Source: an optimization exercise on an open RTL-to-GDS flow (aim: small area and a short achievable clock period). Production flows keep margins and buffers that such runs may drop. In this exercise RTL edits were held to simulation tests only and were not proved equivalent to the original. Power figures rest on the tool's default switching activity, not on a simulated workload.

## flow/design.v (module list and top-level ports; edited modules follow where they fit)
// module pipelined_functional_unit: 1769 lines
// module pfu_fa: 4 lines
// module pfu_ha: 4 lines
module pipelined_functional_unit #(
  parameter int WIDTH = 32,
  parameter int LAT   = 3
) (
  input  logic             CLK,
  input  logic             RST_N,
  input  logic [WIDTH-1:0] A,
  input  logic [WIDTH-1:0] B,
  input  logic [WIDTH-1:0] C,
  input  logic [4:0]       INST,
  input  logic             CI,
  input  logic             IN_VALID,
  output logic             IN_READY,
  output logic             OUT_VALID,
  input  logic             OUT_READY,
  output logic [WIDTH-1:0] Z,
  output logic [3:0]       FLAGS
);
  // ...
==> flow/flow/run.sh <==
#!/bin/bash
# The standard layout (standard.sh: ORFS from synthesis to finish) with two changes:
#  - the final ABC technology mapping in synthesis uses flow/abc.script (an area-oriented
#    script) instead of ORFS's abc_area.script; everything else in synth_recipe.tcl is kept;
#  - the input and output port buffers use the smallest buffer cell.
set -euo pipefail
W=$PWD
sed "1a proc abc {args} { set i [lsearch \$args -script]; if {\$i >= 0} {lset args [expr {\$i + 1}] $W/flow/abc.script}; yosys abc {*}\$args }" synth_recipe.tcl > my_synth.tcl
sed "s#SYNTH_SCRIPT=[^ ]*#SYNTH_SCRIPT=$W/my_synth.tcl#" standard.sh > my_standard.sh
grep -q "SYNTH_SCRIPT=$W/my_synth.tcl" my_standard.sh
export BUFFER_PORTS_ARGS="-buffer_cell sky130_fd_sc_hd__buf_1"
bash my_standard.sh > standard.log 2>&1
==> flow/flow/abc.script <==
strash
&get -n
&st
&dch
&nf -R 1000
&put
topo
stime -c
upsize -c
dnsize -c
==> flow/standard.sh <==
#!/bin/bash
# synth_recipe.tcl (not shown) runs the flow's synth.tcl, then flattens the netlist and writes it again
# the make line also repeats each setting of config.mk as NAME=value (left out here)
make -C /OpenROAD-flow-scripts/flow DESIGN_CONFIG=/design/flow/config.mk WORK_HOME=/design/flow/orfs CLKGATE_MAP_FILE= SYNTH_SCRIPT=/design/flow/synth_recipe.tcl "${@:-finish}"
==> flow/config.mk <==
export PLATFORM = sky130hd
export DESIGN_NAME = pipelined_functional_unit
export DESIGN_NICKNAME = pipelined_functional_unit
export VERILOG_FILES = /design/flow/design.v
export SDC_FILE = /design/flow/constraint.sdc
export NUM_CORES = 4
export LEC_CHECK = 0
export ABC_AREA = 1
export CAP_MARGIN = 20
export CORE_MARGIN = 2
export CORE_UTILIZATION = 40
export CTS_BUF_LIST = sky130_fd_sc_hd__clkbuf_4 sky130_fd_sc_hd__clkbuf_8
export SETUP_SLACK_MARGIN = 5
export SLEW_MARGIN = 20
export SYNTH_HIERARCHICAL = 1
==> flow/constraint.sdc <==
create_clock -name core_clock -period 10.0 [get_ports {CLK}]
set_input_delay 2.0000 -clock core_clock [delete_from_list [all_inputs] [get_ports {CLK}]]
set_output_delay 2.0000 -clock core_clock [all_outputs]
set_load 0.01 [all_outputs]
==> run notes, run 1 <==
- Status: no timing/DRC/antenna violations
- Seq/total area: 28.1%
- Initial antenna violation count: 1
- Via total after detailed routing: approximately 16k
- Area occupied by multi-input gates: roughly 13000 um2
- Crit-path cells: buf_1 > nand2b_4 > buf_1
- Starting Density: 40.3%
- Largest net degree at the start of global routing: 128
- Leak: about 9 nW
- Area contributors post-synth: edfxtp_1, fa_1, xor2_1, o22ai_1, ha_1
- Post-Place Cells: 2444
- GRT busiest layer: met2
- GRT met2 Usage: about two fifths
- Worst slew pin tran: 0.904 ns
- Antenna cells: 1
- Hold endpoint: r2_rsh
- Multi-input gates: about 1.4k
- Max_slew headroom: between 30% and 40%
- Grt met3 use: 5.71%
- Share of power burned in registers: 20.4%
- Routability congestion estimate: 0.947
- Crit path max-delay family: simple AND/OR/NAND/NOR gates
- # hold bufs at CTS: 0
- Fillers: around 4.5k
- Max incr delay on CP: between 0.5 and 0.6 ns
- Register bit total from synthesis: ~210
- Most common cell after layout, fill and taps aside: xor2_1
- Hold_ws: 0.422 ns
- CTS buffer count: 39
- Most frequent cells in the layout: xor2_1, o22ai_1, fa_1
- Via density: approximately 6.1
- Final Hold Fails: 0
- Clock Power Share: 7.5%
- Finished Core Util: 46.7%
- Critical path origin: OUT_READY
- DR pass1 iterations: 6
- Grt met1 use: about 36%
- Fin Setup TNS: 0 ns
- Post-Synthesis Mean Instance Area: around 12 um2
- R2r endpoint: r2_x[31]
- Layout non-clock buf frac: between 6 and 7%
==> run 2: changes to the inputs <==
==> flow/flow/abc.script (replaced) <==
strash
dch -f
amap
topo
stime -c
upsize -c
dnsize -c
==> run 2 against run 1 <==
Against the previous run:
- non-clock buffer count fell by 75
- combinational power fell by 36%
- still clean
- largest cell class unchanged
- total power fell by 28%
- largest power group unchanged
- via count rose by 14%
- sequential share of layout area rose by 0.95 points
- clock skew rose by 0.0032 ns
==> run notes, run 2 <==
- H-Tree Depth: 2 (unchanged)
- MaxCap Viol Count: 0 (unchanged)
- WL/cell: 25.4 um (was 26.2 um)
- Post-Route WL: 71600 um (was 68000 um)
- Synth async-reset ratio: 1.41% (unchanged)
- Fillers: 4537 (was 4500)
- Clock root buffer: clkbuf_8 (unchanged)
- Top-count cell post-synth: o22ai_1 (was xor2_1)
- PD cells: 360 nW/um2 (was 486 nW/um2)
- Mapped Cells: 1948 (was 1645)
- Max Clock Freq: 204 MHz (about the same)
- Post-synth EDFFs: 210 (unchanged)
- Post-Syn Area: 19400 um2 (was 19600 um2)
- Final Hold Fails: 0 (unchanged)
- Post-synthesis sequential area ratio: 32.9% (was 32.6%)
- Clk_skew: 0.0312 ns (was 0.0280 ns)
- # hold bufs at CTS: 0 (unchanged)
- Io pins: 144 (unchanged)
- Final net count: 2579 (was 2350)
- Status: no timing/DRC/antenna violations (unchanged)
- Core area: 47800 um2 (was 48600 um2)
- Routability congestion estimate: 0.999 (was 0.947)
- Post-synth cell types: 52 (was 49)
- Peak supply drop: 0.273 mV (was 0.461 mV)
- Via density: 6.34 (was 6.07)
- Area after DPL: 21100 um2 (was 21200 um2)
- Hold WC Path Type: flop to flop (unchanged)
- Setup-failing EPs final: 0 (unchanged)
- Register bit total from synthesis: 213 (unchanged)
- Vias in the first global route: 16.9k (was 16.1k)
- ANT nets after route: 0 (unchanged)
- Port Buffers: 143 (unchanged)
- Finished Core Util: 45.9% (was 46.7%)
- Syn Nets: 2353 (was 2050)
- Area contributors post-synth: edfxtp_1, fa_1, o22ai_1, o21ai_0, a21oi_1 (was edfxtp_1, fa_1, xor2_1, o22ai_1, ha_1)
- Hold_ws: 0.490 ns (was 0.422 ns)
- Worst-path fanout max: 22 (was 40)
- Dominant synthesized flop cell: edfxtp_1 (unchanged)
- Die W: 224 um (was 225 um)
- CP endpoint kind: flop (was output port)
- GR Util All Layers: 28.4% (was 26.8%)
- Most frequent cells after synthesis: o22ai_1, fa_1, nor2_1 (was xor2_1, o22ai_1, fa_1)
- Height of the chip: 224 um (was 225 um)
- Worst slew pin tran: 1.16 ns (was 0.904 ns)
- Synth top area share: 32.5% (was 32.2%)
- Syn-to-layout area delta: 13.2% (was 16.0%)
- RSZ-0062 raised after global routing: false (was true)
- CP required: 10.36 ns (was 8.00 ns)
- Design Power: 7.92 mW (was 11.0 mW)
- CTS Sinks: 213 (unchanged)
- DR DRC count: 0 (unchanged)
- Via total after detailed routing: 17.9k (was 15.7k)
- Grt ovf: 0 (unchanged)
- Post-Synthesis Mean Instance Area: 9.96 um2 (was 11.9 um2)
- Final Cycle Share: 49.0% (about the same)
- Final Critical Period: 4.90 ns (about the same)
- Clock slew at reported path FFs: 0.06 ns (about the same)
- Initial antenna violation count: 2 (was 1)
- Max_slew headroom: 22.4% (was 39.7%)
- Worst-Skew Late Latency: 0.61 ns (was 0.58 ns)
- Startpoint Class: flop (was primary input)
- Die Footprint: 50300 um2 (was 50700 um2)
- CTS tree: done (unchanged)
- Fin Setup TNS: 0 ns (unchanged)
- DR pass1 iterations: 7 (was 6)
- CP arrival: 5.26 ns (was 2.90 ns)
- Row count: 80 (was 81)
- Area leader, netlist: edfxtp_1 (unchanged)
- YS warnings: 7 (unchanged)
- CTS buffer count: 39 (unchanged)
- Leak: 7.60 nW (was 8.96 nW)
- Setup CP Type: flop to flop (was primary input to output port)
- Largest net degree at the start of global routing: 70 (was 128)
- Most common cell after layout, fill and taps aside: o22ai_1 (was xor2_1)
- Layout cells sized above 1: 6.22% (was 10.2%)
- Clock buffer depth: 3 (unchanged)
- Most frequent cells in the layout: o22ai_1, fa_1, nor2_1 (was xor2_1, o22ai_1, fa_1)
- First-pass GRT wire length: 106000 um (was 101000 um)
- Design Area, Final: 22000 um2 (was 22700 um2)
- Post-detail-place hpwl: 50900 um (was 48400 um)
- Starting Density: 40.6% (was 40.3%)
- Max Slew Vio Count: 0 (unchanged)
- Number of DRC markers in iteration 0: 2285 (was 1611)
-- run 2: cell types whose count changed in the layout (fill, tap and decap cells not counted), sizes merged, moves of 58 or more --
cell / previous run / this run
buf: 259 / 186
nand2: 67 / 215
xnor2: 60 / 2
o22ai: 256 / 352
nor2: 83 / 223
xor2: 271 / 6
a21oi: 87 / 181
o21ai: 82 / 238
-- run 2: per-stage QoR --
step	worst slack, ns	std cells
after global routing	5.00	2819
after floorplan	5.01	1948
after detailed placement	4.80	2745
after global placement	4.83	2745
final	5.10	2819
after CTS	5.01	2817
-- run 2: worst max-delay path, cell delays in order, from the launching register on --
cell      delay [ns]
edfxtp_1        1.11
o22ai_1         0.25
nor2_1          0.14
a21oi_1         0.07
fa_1            0.43
fa_1            0.60
fa_1            0.44
fa_1            0.40
fa_1            0.47
fa_1            0.40
and2_0          0.14
or2_1           0.20
-- run 2: path summary, 6_finish.rpt --
kind                               to  startpoint  slack (ns)  cells past startpoint
setup / recovery             r2_x[31]  r1_nma[10]        5.10                     11
hold / removal             r_valid[2]  r_valid[1]        0.49                      1
setup reg to reg             r2_x[31]  r1_nma[10]        5.10                     11
hold reg to reg            r_valid[2]  r_valid[1]        0.49                      1
max in group asynchronous  r_valid[0]       RST_N        8.65                      1
min in group asynchronous  r_valid[1]       RST_N        1.20                      1
-- run 2: layout make-up --
type	instances	area (um2)	area share (%)
Clock inverter	16	163	0.740
Antenna cell	1	2.50	0.0114
Multi-Input combinational cell	1651	12800	58.1
Tap cell	615	769	3.50
Clock buffer	54	674	3.07
Timing Repair inverter	1	8.76	0.0399
Timing Repair Buffer	187	888	4.04
Inverter	81	319	1.45
Sequential cell	213	6380	29.0
-- run 2: modules after synthesis (local to each module, per instance) --
module                     cell area [um2]  copies in the design  cells  flip-flops and latches
pfu_fa                                20.0                   232      1                       0
pfu_ha                                12.5                    32      1                       0
pipelined_functional_unit            14400                     1   1684                     213
-- run 2: cells by family (layout without fill, tap and decap cells) --
family / after synthesis / count (layout) / share of synthesized area [%]
other: 0 / 1 / 0
DFF: 213 / 213 / 32.9
adders and majority gates: 299 / 299 / 28.8
AOI/OAI and AO/OA: 868 / 868 / 26.7
and+or+nand+nor: 476 / 476 / 9.63
buffers and inverters: 84 / 339 / 1.70
xor gates and xnor gates: 8 / 8 / 0.361
-- run 2: per-layer routing --
| metal | global-route usage, % | up-vias | wire length, um |
|---|---|---|---|
| li1 | - | 7998 | - |
| met1 | 40.3 | 8448 | 29100 |
| met2 | 43.2 | 1251 | 31200 |
| met3 | 6.48 | 182 | 8670 |
| met4 | 9.44 | 0 | 2670 |
| met5 | 0 | - | 0 |
-- run 2: what timing repair did --
| action | in CTS | in global routing |
|---|---|---|
| gates cloned | 1 | 0 |
| resized for setup | 3 | 5 |
| pin swaps | 0 | 1 |
| endpoints found under the setup margin | 4 | 16 |
| setup buffers | 1 | 0 |
-- run 2: report_power, final --
| part | switching [mW] | internal, mW | leakage (nW) | total, mW |
|---|---|---|---|---|
| clock network | 0.393 | 0.516 | 0.434 | 0.909 |
| logic | 2.86 | 2.20 | 5.05 | 5.06 |
| registers | 0.237 | 1.71 | 2.11 | 1.95 |
==> run 3: changes to the inputs <==
==> flow/flow/run.sh (replaced) <==
#!/bin/bash
# The standard layout (standard.sh: ORFS from synthesis to finish) with two changes:
#  - the final ABC technology mapping in synthesis uses flow/abc.script (an area-oriented
#    script) instead of ORFS's abc_area.script; everything else in synth_recipe.tcl is kept;
#  - the input and output port buffers use the smallest buffer cell;
#  - clock tree synthesis clusters more sinks per buffer and inserts no dummy loads.
set -euo pipefail
W=$PWD
sed "1a proc abc {args} { set i [lsearch \$args -script]; if {\$i >= 0} {lset args [expr {\$i + 1}] $W/flow/abc.script}; yosys abc {*}\$args }" synth_recipe.tcl > my_synth.tcl
sed "s#SYNTH_SCRIPT=[^ ]*#SYNTH_SCRIPT=$W/my_synth.tcl#" standard.sh > my_standard.sh
grep -q "SYNTH_SCRIPT=$W/my_synth.tcl" my_standard.sh
export BUFFER_PORTS_ARGS="-buffer_cell sky130_fd_sc_hd__buf_1"
export CTS_ARGS="-sink_clustering_enable -repair_clock_nets -sink_clustering_size 14 -sink_clustering_max_diameter 80 -buf_list {sky130_fd_sc_hd__clkbuf_4 sky130_fd_sc_hd__clkbuf_8} -dont_use_dummy_load"
bash my_standard.sh > standard.log 2>&1
==> flow/flow/abc.script (replaced) <==
strash
&get -n
&st
&dch
&nf -R 1000
&put
topo
stime -c
upsize -c
dnsize -c
==> run 3 against run 2 <==
Against the previous run:
- cell area up 1.2%
- critical path depth shrank 8
- critical path type is now primary input to output port
- critical endpoint is now IN_READY
- synthesized area increased by 0.91%
- final cell count is 9.5% lower
- synthesized cell count fell by 16%
- register-to-register slack about the same
- still clean
- sequential power grew 15%
==> run notes, run 3 <==
- ANT nets after route: 0 (unchanged)
- Setup CP Type: primary input to output port (was flop to flop)
- Slowest-stage cell, CP: nand2b_4 (was edfxtp_1)
- Final Cycle Share: 49.1% (was 49.0%)
- Mapped Cells: 1645 (was 1948)
- Layout cells sized above 1: 8.35% (was 6.22%)
- Row count: 81 (was 80)
- Finished Core Util: 45.7% (was 45.9%)
- Worst-path fanout max: 40 (was 22)
- Synth async-reset ratio: 1.41% (unchanged)
- Hold WC Path Type: flop to flop (unchanged)
- CP endpoint kind: output port (was flop)
- # hold bufs at CTS: 0 (unchanged)
- Via density: 6.12 (was 6.34)
- Height of the chip: 225 um (was 224 um)
- YS warnings: 7 (unchanged)
- Clock root buffer: clkbuf_8 (unchanged)
- H-Tree Depth: 1 (was 2)
- Leak: 8.72 nW (was 7.60 nW)
- Clock slew at reported path FFs: 0.08 ns (was 0.06 ns)
- Dominant synthesized flop cell: edfxtp_1 (unchanged)
- Final Hold Fails: 0 (unchanged)
- CP arrival: 2.91 ns (was 5.26 ns)
- Post-synthesis sequential area ratio: 32.6% (was 32.9%)
- Routability congestion estimate: 0.947 (was 0.999)
- DR pass1 iterations: 7 (unchanged)
- WL/cell: 26.4 um (was 25.4 um)
- Startpoint Class: primary input (was flop)
- Final Critical Period: 4.91 ns (was 4.90 ns)
- DR DRC count: 0 (unchanged)
- CTS buffer count: 22 (was 39)
- Largest net degree at the start of global routing: 128 (was 70)
- Area after DPL: 21200 um2 (was 21100 um2)
- CTS Sinks: 213 (unchanged)
- RSZ-0062 raised after global routing: true (was false)
- Design Area, Final: 22200 um2 (was 22000 um2)
- Number of DRC markers in iteration 0: 1696 (was 2285)
- Most frequent cells after synthesis: xor2_1, o22ai_1, fa_1 (was o22ai_1, fa_1, nor2_1)
- Most frequent cells in the layout: xor2_1, o22ai_1, fa_1 (was o22ai_1, fa_1, nor2_1)
- Synth top area share: 32.2% (was 32.5%)
- Core area: 48600 um2 (was 47800 um2)
- Starting Density: 40.3% (was 40.6%)
- Post-Route WL: 67400 um (was 71600 um)
- Max Slew Vio Count: 0 (unchanged)
- Worst-Skew Late Latency: 0.59 ns (was 0.61 ns)
- Top-count cell post-synth: xor2_1 (was o22ai_1)
- Max_slew headroom: 35.9% (was 22.4%)
- Hold Startpoint: r1_rsh (was r_valid[1])
- Register bit total from synthesis: 213 (unchanged)
- Reg2Reg Setup Slack: 5.10 ns (about the same)
- PD cells: 481 nW/um2 (was 360 nW/um2)
- Cell repeated most along the worst path: buf_1 (was fa_1)
- Clock buffer depth: 3 (unchanged)
- Final net count: 2335 (was 2579)
- Grt ovf: 0 (unchanged)
- MaxCap Viol Count: 0 (unchanged)
- Vias in the first global route: 16.0k (was 16.9k)
- Worst slew pin tran: 0.961 ns (was 1.16 ns)
- First-pass GRT wire length: 100000 um (was 106000 um)
- Area leader, netlist: edfxtp_1 (unchanged)
- Fin Setup TNS: 0 ns (unchanged)
- Post-Syn Area: 19600 um2 (was 19400 um2)
- Hold path depth: 0 (was 1)
- Via total after detailed routing: 15.6k (was 17.9k)
- Die Footprint: 50700 um2 (was 50300 um2)
- Post-detail-place hpwl: 48400 um (was 50900 um)
- Hold_ws: 0.428 ns (was 0.490 ns)
- Die W: 225 um (was 224 um)
- Area contributors post-synth: edfxtp_1, fa_1, xor2_1, o22ai_1, ha_1 (was edfxtp_1, fa_1, o22ai_1, o21ai_0, a21oi_1)
- Most common cell after layout, fill and taps aside: xor2_1 (was o22ai_1)
- Port Buffers: 143 (unchanged)
- R2r endpoint: r2_x[31] (unchanged)
- Length in cells of the worst reg-to-reg path: 15 (was 11)
- Setup-failing EPs final: 0 (unchanged)
- Io pins: 144 (unchanged)
- Post-synth cell types: 49 (was 52)
- Syn-to-layout area delta: 13.6% (was 13.2%)
- Post-synth EDFFs: 210 (unchanged)
- Hold endpoint: r2_rsh (was r_valid[2])
- Post-Synthesis Mean Instance Area: 11.9 um2 (was 9.96 um2)
- Crit-path cells: buf_1 > nand2b_4 > buf_1 (was o22ai_1 > nor2_1 > a21oi_1 > fa_1 > fa_1 > fa_1 > fa_1 > fa_1 > fa_1 > and2_0 > or2_1)
- Syn Nets: 2050 (was 2353)
- Clk_skew: 0.0951 ns (was 0.0312 ns)
- Max incr delay on CP: 0.56 ns (was 1.11 ns)
- Status: no timing/DRC/antenna violations (unchanged)
- Initial antenna violation count: 1 (was 2)
- Reg2reg start: r1_none[4] (was r1_nma[10])
- CTS tree: done (unchanged)
- Max Clock Freq: 204 MHz (about the same)
- CP required: 8.00 ns (was 10.36 ns)
- GR Util All Layers: 26.5% (was 28.4%)
- Peak supply drop: 0.472 mV (was 0.273 mV)
run 3: cell type report:
class	instances	area [um2]
well taps	622	778
fillers	4543	26400
diodes	1	2.50
clock buffers	22	303
multi-input cells	1406	13100
repair buffers	264	1560
inverters	23	86.3
flip-flops and latches	213	6380
run 3: timing repair:
| action | in CTS | in global routing |
|---|---|---|
| pin swaps | 0 | 9 |
| endpoints found under the hold margin | 0 | 0 |
| gates resized for setup | 0 | 15 |
| endpoints found under the setup margin | 1 | 1 |
| buffers inserted | 47 | 37 |
| cloned | 0 | 0 |
run 3: how the worst max path moves through the flow:
stage / from / endpoint / slack [ns] / cells past startpoint
final: OUT_READY / IN_READY / 5.09 / 3
after global routing: r1_none[4] / r2_x[31] / 4.93 / 15
after CTS: r1_none[3] / r2_x[31] / 5.00 / 15
after detailed placement: r1_nma[7] / r2_x[31] / 4.78 / 14
after global placement: r1_nma[4] / r2_x[31] / 4.78 / 14
after floorplan: OUT_READY / IN_READY / 4.47 / 1
run 3: metrics by stage:
step	total power, mW	setup WS [ns]	std cells
finish	10.7	5.09	2551
global route	11.8	4.93	2551
CTS	10.6	5.00	2513
detailed placement	10.1	4.78	2444
global placement	9.89	4.78	2443
floorplan	7.52	4.47	1645
run 3: power by group:
part           internal (mW)  total, mW  switching [mW]
clock                  0.195      0.478           0.282
sequential              2.01       2.24           0.236
combinational           3.68       7.96            4.28
run 3: cell families after synthesis:
logic type	share of synthesized area, %
AOI/OAI and AO/OA	16.0
muxes	2.26
adders and majority gates	28.5
DFF	32.6
xor gates and xnor gates	14.9
and+or+nand+nor	5.18
buffers and inverters	0.556
run 3: layer usage:
| layer | routed length [um] | global-route usage [%] | vias up |
|---|---|---|---|
| met4 | 3000 | 11.2 | 0 |
| li1 | - | - | 6764 |
| met3 | 5840 | 4.85 | 157 |
| met2 | 30500 | 41.5 | 922 |
| met5 | 0 | 0 | - |
| met1 | 28000 | 36.3 | 7778 |
run 3: Yosys stat by module, one instance, submodules excluded:
module                     cell area (um2)  cells
pfu_fa                                20.0      1
pipelined_functional_unit            14500   1381
pfu_ha                                12.5      1
run 3: worst max-delay path: cells and delay by family:
kind | cells | cell delay (ns)
and+or+nand+nor | 1 | 0.56
buffers and inverters | 2 | 0.28
==> run 4: changes to the inputs <==
==> flow/flow/abc.script (replaced) <==
strash
dch -f
amap
topo
stime -c
upsize -c
dnsize -c
==> run 4 against run 3 <==
Against the previous run:
- combinational power decreased by 36%
- critical path type is now flop to flop
- synthesized area down 0.90%
- wire length grew 5.3%
- still clean on timing, DRC and antenna
- largest power group unchanged
==> run notes, run 4 <==
- Status: no timing/DRC/antenna violations (unchanged)
- Logic pwr share: 67.6% (was 74.5%)
- Startpoint Class: flop (was primary input)
- Post-synthesis sequential area ratio: 32.9% (was 32.6%)
- Hold Startpoint: r_valid[1] (was r1_rsh)
- Post-synth cell types: 52 (was 49)
- Layout cells sized above 1: 4.50% (was 8.35%)
- MaxCap Viol Count: 0 (unchanged)
- Peak supply drop: 0.285 mV (was 0.472 mV)
- Setup CP Type: flop to flop (was primary input to output port)
- Starting Density: 40.6% (was 40.3%)
- Most frequent cells after synthesis: o22ai_1, fa_1, nor2_1 (was xor2_1, o22ai_1, fa_1)
- First-pass GRT wire length: 105000 um (was 100000 um)
- RSZ-0062 raised after global routing: false (was true)
- Die Footprint: 50300 um2 (was 50700 um2)
- CP required: 10.29 ns (was 8.00 ns)
- Number of DRC markers in iteration 0: 2393 (was 1696)
- # hold bufs at CTS: 0 (unchanged)
- YS warnings: 7 (unchanged)
- Hold path depth: 1 (was 0)
- Clk_skew: 0.0937 ns (was 0.0951 ns)
- Io pins: 144 (unchanged)
- P_sw: 3.41 mW (was 4.80 mW)
- Syn Nets: 2353 (was 2050)
- Final Critical Period: 4.87 ns (was 4.91 ns)
- Area leader, netlist: edfxtp_1 (unchanged)
- Post-detail-place hpwl: 50900 um (was 48400 um)
- Slowest-stage cell, CP: edfxtp_1 (was nand2b_4)
- CP arrival: 5.17 ns (was 2.91 ns)
- Port Buffers: 143 (unchanged)
- Clock buffer depth: 3 (unchanged)
- Row count: 80 (was 81)
- Initial antenna violation count: 2 (was 1)
- Vias in the first global route: 16.7k (was 16.0k)
- CP endpoint kind: flop (was output port)
- Worst-Skew Late Latency: 0.60 ns (was 0.59 ns)
- CTS buffer count: 21 (was 22)
- Post-Synthesis Mean Instance Area: 9.96 um2 (was 11.9 um2)
- Mapped Cells: 1948 (was 1645)
- Largest net degree at the start of global routing: 70 (was 128)
- Post-synth EDFFs: 210 (unchanged)
- Height of the chip: 224 um (was 225 um)
- H-Tree Depth: 1 (unchanged)
- Via total after detailed routing: 17.7k (was 15.6k)
- PD cells: 351 nW/um2 (was 481 nW/um2)
- Post-Syn Area: 19400 um2 (was 19600 um2)
- WL/cell: 25.6 um (was 26.4 um)
- Synth async-reset ratio: 1.41% (unchanged)
- Hold_ws: 0.508 ns (was 0.428 ns)
- Sw frac: 45.4% (was 44.9%)
- Cell Int Power: 4.10 mW (was 5.88 mW)
- Clock Power Share: 6.5% (was 4.5%)
- Post-Route WL: 70900 um (was 67400 um)
- ANT nets after route: 0 (unchanged)
- Leak: 7.32 nW (was 8.72 nW)
- Reg2Reg Setup Slack: 5.13 ns (was 5.10 ns)
- Core area: 47800 um2 (was 48600 um2)
- Synth top area share: 32.5% (was 32.2%)
- Top-count cell post-synth: o22ai_1 (was xor2_1)
- Cell repeated most along the worst path: fa_1 (was buf_1)
- R2r endpoint: r2_x[31] (unchanged)
- Register bit total from synthesis: 213 (unchanged)
- Most frequent cells in the layout: o22ai_1, fa_1, nor2_1 (was xor2_1, o22ai_1, fa_1)
- DR DRC count: 0 (unchanged)
- DR pass1 iterations: 6 (was 7)
- Die W: 224 um (was 225 um)
- Reg2reg start: r1_nma[10] (was r1_none[4])
- Hold WC Path Type: flop to flop (unchanged)
- Syn-to-layout area delta: 10.5% (was 13.6%)
- Share of power burned in registers: 25.9% (was 21.0%)
- Via density: 6.40 (was 6.12)
- Length in cells of the worst reg-to-reg path: 11 (was 15)
- GR Util All Layers: 28.0% (was 26.5%)
- Final Cycle Share: 48.7% (was 49.1%)
- Max_slew headroom: 25.6% (was 35.9%)
- Most common cell after layout, fill and taps aside: o22ai_1 (was xor2_1)
- Max Slew Vio Count: 0 (unchanged)
- Grt ovf: 0 (unchanged)
- Final Hold Fails: 0 (unchanged)
- Fin Setup TNS: 0 ns (unchanged)
- Worst slew pin tran: 1.12 ns (was 0.961 ns)
- Max Clock Freq: 205 MHz (was 204 MHz)
- CP Buf/Inv Count: 0 (was 2)
- Setup-failing EPs final: 0 (unchanged)
- Non-filler cells in the finished layout: 2771 (was 2551)
- Crit-path cells: o22ai_1 > nor2_1 > a21oi_1 > fa_1 > fa_1 > fa_1 > fa_1 > fa_1 > fa_1 > and2_0 > or2_1 (was buf_1 > nand2b_4 > buf_1)
- Max incr delay on CP: 1.08 ns (was 0.56 ns)
- Post-Place Cells: 2745 (was 2444)
- CTS Sinks: 213 (unchanged)
- Routability congestion estimate: 0.999 (was 0.947)
- Final net count: 2562 (was 2335)
- Worst-path fanout max: 22 (was 40)
- Clock root buffer: clkbuf_8 (unchanged)
- Area contributors post-synth: edfxtp_1, fa_1, o22ai_1, o21ai_0, a21oi_1 (was edfxtp_1, fa_1, xor2_1, o22ai_1, ha_1)
- Hold endpoint: r_valid[2] (was r2_rsh)
- Dominant synthesized flop cell: edfxtp_1 (unchanged)
- Clock slew at reported path FFs: 0.10 ns (was 0.08 ns)
- Fillers: 4567 (was 4543)
- Crit path max-delay family: adder cells (was simple AND/OR/NAND/NOR gates)
- CTS tree: done (unchanged)
-- run 4: cell types whose count changed after synthesis, sizes merged, moves of 14 or more --
cell	change
a211oi	-14
a21oi	+94
o22a	+20
nor2	+140
xnor2	-58
o21ai	+156
o22ai	+96
nand2	+148
o221a	+17
clkinv	+49
mux2i	-33
xor2	-265
-- run 4: how the worst max path moves through the flow --
stage / from / to / slack, ns / cells after the start
4_1_cts: r2_x[7] / r3_z[1] / 5.02 / 22
6_report: r1_nma[10] / r2_x[31] / 5.13 / 11
3_5_place_dp: OUT_READY / IN_READY / 4.80 / 4
3_3_place_gp: OUT_READY / IN_READY / 4.83 / 4
2_1_floorplan: INST[1] / r1_cc[13] / 5.01 / 7
5_1_grt: r2_x[7] / r3_z[1] / 5.01 / 22
-- run 4: cell type report --
| class | instances | area, um2 | area share, % |
|---|---|---|---|
| inverter | 81 | 319 | 1.49 |
| sequential | 213 | 6380 | 29.8 |
| timing repair buffer | 187 | 888 | 4.14 |
| timing repair inverter | 2 | 17.5 | 0.0817 |
| multi-input combinational | 1651 | 12800 | 59.6 |
| antenna | 1 | 2.50 | 0.0117 |
| tap | 615 | 769 | 3.59 |
| clock buffer | 21 | 289 | 1.35 |
-- run 4: modules after synthesis (local to each module, per instance) --
module | times used | flops+latches
pipelined_functional_unit | 1 | 213
pfu_fa | 232 | 0
pfu_ha | 32 | 0
-- run 4: timing repair --
item	in CTS	in global routing
cloned	2	0
gates resized for setup	3	5
pin swaps	0	0
buffers inserted	1	0
setup endpoints to repair	3	16
endpoints found under the hold margin	0	0
-- run 4: cells by family after synthesis --
kind of cell | synth area share, %
AOI/OAI and AO/OA | 26.7
and+or+nand+nor | 9.63
adders and majority gates | 28.8
DFF | 32.9
buffers and inverters | 1.70
xor gates and xnor gates | 0.361
-- run 4: power groups by stage --
stage | Clock, mW | Sequential [mW] | Combinational, mW
after floorplan | 0 | 1.97 | 3.28
after global placement | 0 | 1.96 | 4.87
after detailed placement | 0 | 1.97 | 5.05
after CTS | 0.501 | 1.95 | 5.07
after global routing | 0.531 | 1.97 | 5.73
final | 0.488 | 1.95 | 5.08
-- run 4: per-layer routing --
metal  share of wire (%)  global-route usage, %  vias up
met5                   0                      0        -
met4                 3.4                   8.55        0
met3                  12                   5.09      160
met2                  44                   43.3     1230
met1                  41                   40.3     8425
li1                    -                      -     7929
-- run 4: metrics by stage --
| stage | area (um2) | setup slack (ns) | utilization (%) | power [mW] |
|---|---|---|---|---|
| 3_5_place_dp | 21100 | 4.80 | 44.0 | 7.01 |
| 3_3_place_gp | 21100 | 4.83 | 44.0 | 6.83 |
| 6_report | 21400 | 5.13 | 44.8 | 7.52 |
| 4_1_cts | 21400 | 5.02 | 44.7 | 7.52 |
| 5_1_grt | 21400 | 5.01 | 44.8 | 8.23 |
| 2_1_floorplan | 19400 | 5.01 | - | 5.25 |
==> run 5: changes to the inputs <==
==> flow/flow/run.sh (replaced) <==
#!/bin/bash
# The standard layout (standard.sh: ORFS from synthesis to finish) with two changes:
#  - the final ABC technology mapping in synthesis uses flow/abc.script (an area-oriented
#    script) instead of ORFS's abc_area.script; everything else in synth_recipe.tcl is kept;
#  - the input and output port buffers use the smallest buffer cell;
#  - clock tree synthesis clusters more sinks per buffer and inserts no dummy loads;
#  - timing repair aims for 5.4 ns of setup slack instead of 5 (the clock stays at 10 ns).
set -euo pipefail
W=$PWD
sed "1a proc abc {args} { set i [lsearch \$args -script]; if {\$i >= 0} {lset args [expr {\$i + 1}] $W/flow/abc.script}; yosys abc {*}\$args }" synth_recipe.tcl > my_synth.tcl
sed "s#SYNTH_SCRIPT=[^ ]*#SYNTH_SCRIPT=$W/my_synth.tcl#" standard.sh > my_standard.sh
sed -i "s#SETUP_SLACK_MARGIN=[^ ]*#SETUP_SLACK_MARGIN=5.4#" my_standard.sh
grep -q "SYNTH_SCRIPT=$W/my_synth.tcl" my_standard.sh
grep -q "SETUP_SLACK_MARGIN=5.4" my_standard.sh
export BUFFER_PORTS_ARGS="-buffer_cell sky130_fd_sc_hd__buf_1"
export CTS_ARGS="-sink_clustering_enable -repair_clock_nets -sink_clustering_size 14 -sink_clustering_max_diameter 80 -buf_list {sky130_fd_sc_hd__clkbuf_4 sky130_fd_sc_hd__clkbuf_8} -dont_use_dummy_load"
bash my_standard.sh > standard.log 2>&1
==> flow/flow/abc.script (replaced) <==
strash
&get -n
&st
&dch
&nf -R 1000
&put
topo
stime -c
upsize -c
dnsize -c
==> run 5 against run 4 <==
Against the previous run:
- worst hold slack got worse by 0.079 ns
- clock-buffer cell count is 1 higher
- global-route usage is 0.90 points lower
- die area increased by 0.89%
- largest cell class unchanged
- largest power group unchanged
==> run notes, run 5 <==
- Post-Syn Area: 19600 um2 (was 19400 um2)
- Starting Density: 40.3% (was 40.6%)
- Finished Core Util: 45.9% (was 44.8%)
- Worst-Skew Late Latency: 0.59 ns (was 0.60 ns)
- Grt ovf: 0 (unchanged)
- Register bit total from synthesis: 213 (unchanged)
- Dominant synthesized flop cell: edfxtp_1 (unchanged)
- Max incr delay on CP: 0.55 ns (was 1.08 ns)
- Initial antenna violation count: 2 (unchanged)
- Clock root buffer: clkbuf_8 (unchanged)
- CP required: 10.32 ns (was 10.29 ns)
- Die W: 225 um (was 224 um)
- Row count: 81 (was 80)
- CP Buf/Inv Count: 1 (was 0)
- CP arrival: 5.24 ns (was 5.17 ns)
- Port Buffers: 143 (unchanged)
- Via density: 6.17 (was 6.40)
- Post-synth cell types: 49 (was 52)
- Most common cell after layout, fill and taps aside: xor2_1 (was o22ai_1)
- Number of DRC markers in iteration 0: 1681 (was 2393)
- Via total after detailed routing: 15.8k (was 17.7k)
- Layout cells sized above 1: 8.70% (was 4.50%)
- Clock buffer depth: 3 (unchanged)
- Area after DPL: 21200 um2 (was 21100 um2)
- Final net count: 2338 (was 2562)
- Syn Nets: 2050 (was 2353)
- Largest net degree at the start of global routing: 128 (was 70)
- ANT nets after route: 0 (unchanged)
- Clock slew at reported path FFs: 0.08 ns (was 0.10 ns)
- Worst-path fanout max: 12 (was 22)
- Post-synthesis sequential area ratio: 32.6% (was 32.9%)
- Post-Synthesis Mean Instance Area: 11.9 um2 (was 9.96 um2)
- RSZ-0062 raised after global routing: true (was false)
- Height of the chip: 225 um (was 224 um)
- MaxCap Viol Count: 0 (unchanged)
- Slowest-stage cell, CP: fa_1 (was edfxtp_1)
- Leak: 8.76 nW (was 7.32 nW)
- Status: no timing/DRC/antenna violations (unchanged)
- Final Cycle Share: 49.2% (was 48.7%)
- Fin Setup TNS: 0 ns (unchanged)
- WL/cell: 26.8 um (was 25.6 um)
- Die Footprint: 50700 um2 (was 50300 um2)
- Setup CP Type: flop to flop (unchanged)
- # hold bufs at CTS: 0 (unchanged)
- Routability congestion estimate: 0.947 (was 0.999)
- DR DRC count: 0 (unchanged)
- CTS Sinks: 213 (unchanged)
- First-pass GRT wire length: 102000 um (was 105000 um)
- Area contributors post-synth: edfxtp_1, fa_1, xor2_1, o22ai_1, ha_1 (was edfxtp_1, fa_1, o22ai_1, o21ai_0, a21oi_1)
- GR Util All Layers: 27.1% (was 28.0%)
- Hold_ws: 0.429 ns (was 0.508 ns)
- Cell repeated most along the worst path: xnor2_1 (was fa_1)
- Synth top area share: 32.2% (was 32.5%)
- Setup-failing EPs final: 0 (unchanged)
- Final Critical Period: 4.92 ns (was 4.87 ns)
- Core area: 48600 um2 (was 47800 um2)
- Final Hold Fails: 0 (unchanged)
- Top-count cell post-synth: xor2_1 (was o22ai_1)
- Area leader, netlist: edfxtp_1 (unchanged)
- Design Area, Final: 22300 um2 (was 21400 um2)
- Syn-to-layout area delta: 14.1% (was 10.5%)
- Max Slew Vio Count: 0 (unchanged)
- PD cells: 480 nW/um2 (was 351 nW/um2)
- Max_slew headroom: 38.2% (was 25.6%)
- Most frequent cells after synthesis: xor2_1, o22ai_1, fa_1 (was o22ai_1, fa_1, nor2_1)
- Peak supply drop: 0.460 mV (was 0.285 mV)
- CTS tree: done (unchanged)
- Vias in the first global route: 16.1k (was 16.7k)
- YS warnings: 7 (unchanged)
- Max Clock Freq: 203 MHz (was 205 MHz)
- Post-synth EDFFs: 210 (unchanged)
- Startpoint Class: flop (unchanged)
- Worst slew pin tran: 0.927 ns (was 1.12 ns)
- Crit-path cells: buf_12 > o22ai_1 > xor2_1 > fa_1 > fa_1 > fa_1 > fa_2 > fa_1 > fa_2 > xnor2_2 > xnor2_1 > xnor2_1 > xnor2_1 > xnor2_1 > xnor2_1 (was o22ai_1 > nor2_1 > a21oi_1 > fa_1 > fa_1 > fa_1 > fa_1 > fa_1 > fa_1 > and2_0 > or2_1)
- Post-detail-place hpwl: 48400 um (was 50900 um)
- Synth async-reset ratio: 1.41% (unchanged)
- H-Tree Depth: 1 (unchanged)
- Io pins: 144 (unchanged)
- Crit path max-delay family: adder cells (unchanged)
- CP endpoint kind: flop (unchanged)
- CTS buffer count: 22 (was 21)
- Most frequent cells in the layout: xor2_1, o22ai_1, fa_1 (was o22ai_1, fa_1, nor2_1)
- Post-Route WL: 68500 um (was 70900 um)
- Hold WC Path Type: flop to flop (unchanged)
- Clk_skew: 0.0950 ns (was 0.0937 ns)
- Mapped Cells: 1645 (was 1948)
- DR pass1 iterations: 5 (was 6)
-- run 5: worst register-to-register path, cell delays in order, from the launching register on --
cell and delay, ns:
edfxtp_1 0.45, buf_12 0.19, o22ai_1 0.19, xor2_1 0.21
fa_1 0.48, fa_1 0.55, fa_1 0.46, fa_2 0.36
fa_1 0.46, fa_2 0.37, xnor2_2 0.15, xnor2_1 0.21
xnor2_1 0.16, xnor2_1 0.16, xnor2_1 0.16, xnor2_1 0.09
-- run 5: metrics by stage --
stage / setup slack, ns / power [mW] / std cells
global route: 4.93 / 11.8 / 2554
CTS: 5.12 / 10.7 / 2534
floorplan: 4.47 / 7.52 / 1645
finish: 5.08 / 10.7 / 2554
detailed placement: 4.78 / 10.1 / 2444
global placement: 4.78 / 9.89 / 2443
-- run 5: logic make-up (layout without fill, tap and decap cells) --
group / count (synthesis) / in the layout / synth area share [%]
compound gates: 509 / 509 / 16.0
fa+ha+maj: 299 / 299 / 28.5
flops: 213 / 213 / 32.6
mux: 43 / 43 / 2.26
simple gates: 224 / 226 / 5.18
buf+inv: 26 / 310 / 0.556
xor+xnor: 331 / 331 / 14.9
other cells: 0 / 1 / 0
-- run 5: area by class of cell --
class	instances	area, um2
flip-flops and latches	213	6380
multi-input cells	1408	13200
repair buffers	265	1620
well taps	622	778
fillers	4521	26300
diodes	1	2.50
clock buffers	22	303
inverters	23	86.3
-- run 5: metal layers --
| metal | global-route usage [%] | vias to the layer above | wire length [um] |
|---|---|---|---|
| li1 | - | 6772 | - |
| met1 | 37.2 | 7894 | 28500 |
| met2 | 42.4 | 936 | 31000 |
| met3 | 4.89 | 151 | 5880 |
| met4 | 11.2 | 2 | 3120 |
| met5 | 0 | - | 13 |
-- run 5: path summary, 6_finish.rpt --
path | from | end | depth (start not counted) | slack, ns
max | r1_none[4] | r2_x[31] | 15 | 5.08
min | r1_rsh | r2_rsh | 0 | 0.43
max reg2reg | r1_none[4] | r2_x[31] | 15 | 5.08
min reg2reg | r1_rsh | r2_rsh | 0 | 0.43
max in group asynchronous | RST_N | r_valid[0] | 1 | 8.63
min in group asynchronous | RST_N | r_valid[1] | 1 | 1.21
-- run 5: report_power, final --
group | internal [mW] | switching [mW] | leakage (nW)
Combinational | 3.70 | 4.30 | 6.47
Clock | 0.195 | 0.284 | 0.158
Sequential | 2.01 | 0.242 | 2.14
-- run 5: modules after synthesis, one instance, submodules excluded --
module	cells	times used	flip-flops and latches	cell area, um2
pfu_fa	1	232	0	20.0
pipelined_functional_unit	1381	1	213	14500
pfu_ha	1	32	0	12.5
-- run 5: what timing repair did --
action                                  in CTS  in global routing
hold endpoints to repair                     0                  0
gates resized for setup                     15                 12
gates cloned                                 3                  0
buffers inserted                            65                 19
pin swaps                                    5                  7
endpoints found under the setup margin       4                 11

==> port drivers added, routing unchanged <==
How much do the figures lean on ideal ports? The routed layouts below were timed once more, with nothing changed but the port constraints.
Step 1: set_driving_cell puts a clkbuf_16 on CLK and a buf_2 on each other input, an assumption about the parent block.
Step 2 times the ports against the registers' clock, not the clock port: input delays grow and output delays shrink by t, the midpoint of the rising clock arrivals with the driver on.
Three values: ideal, step 1, step 2; two values: the first two.
| run | shift t [ns] | setup slack, ns | hold slack, ns | worst setup path at the end | worst slew at a driven data input, ns |
|---|---|---|---|---|---|
| run 1 | 0.627 | 5.095 / 5.067 / 5.067 | 0.422 / 0.422 / 0.422 | input to output | 0.07 |
| run 2 | 0.650 | 5.099 / 5.099 / 4.768 | 0.490 / 0.490 / 0.490 | input to register | 0.07 |
| run 3 | 0.597 | 5.091 / 5.063 / 5.063 | 0.428 / 0.428 / 0.428 | input to output | 0.07 |
| run 4 | 0.613 | 5.127 / 5.127 / 4.796 | 0.508 / 0.508 / 0.508 | input to register | 0.07 |
| run 5 | 0.599 | 5.084 / 5.084 / 5.084 | 0.429 / 0.429 / 0.429 | register to register | 0.07 |
After both steps setup and hold are still met in every run listed.
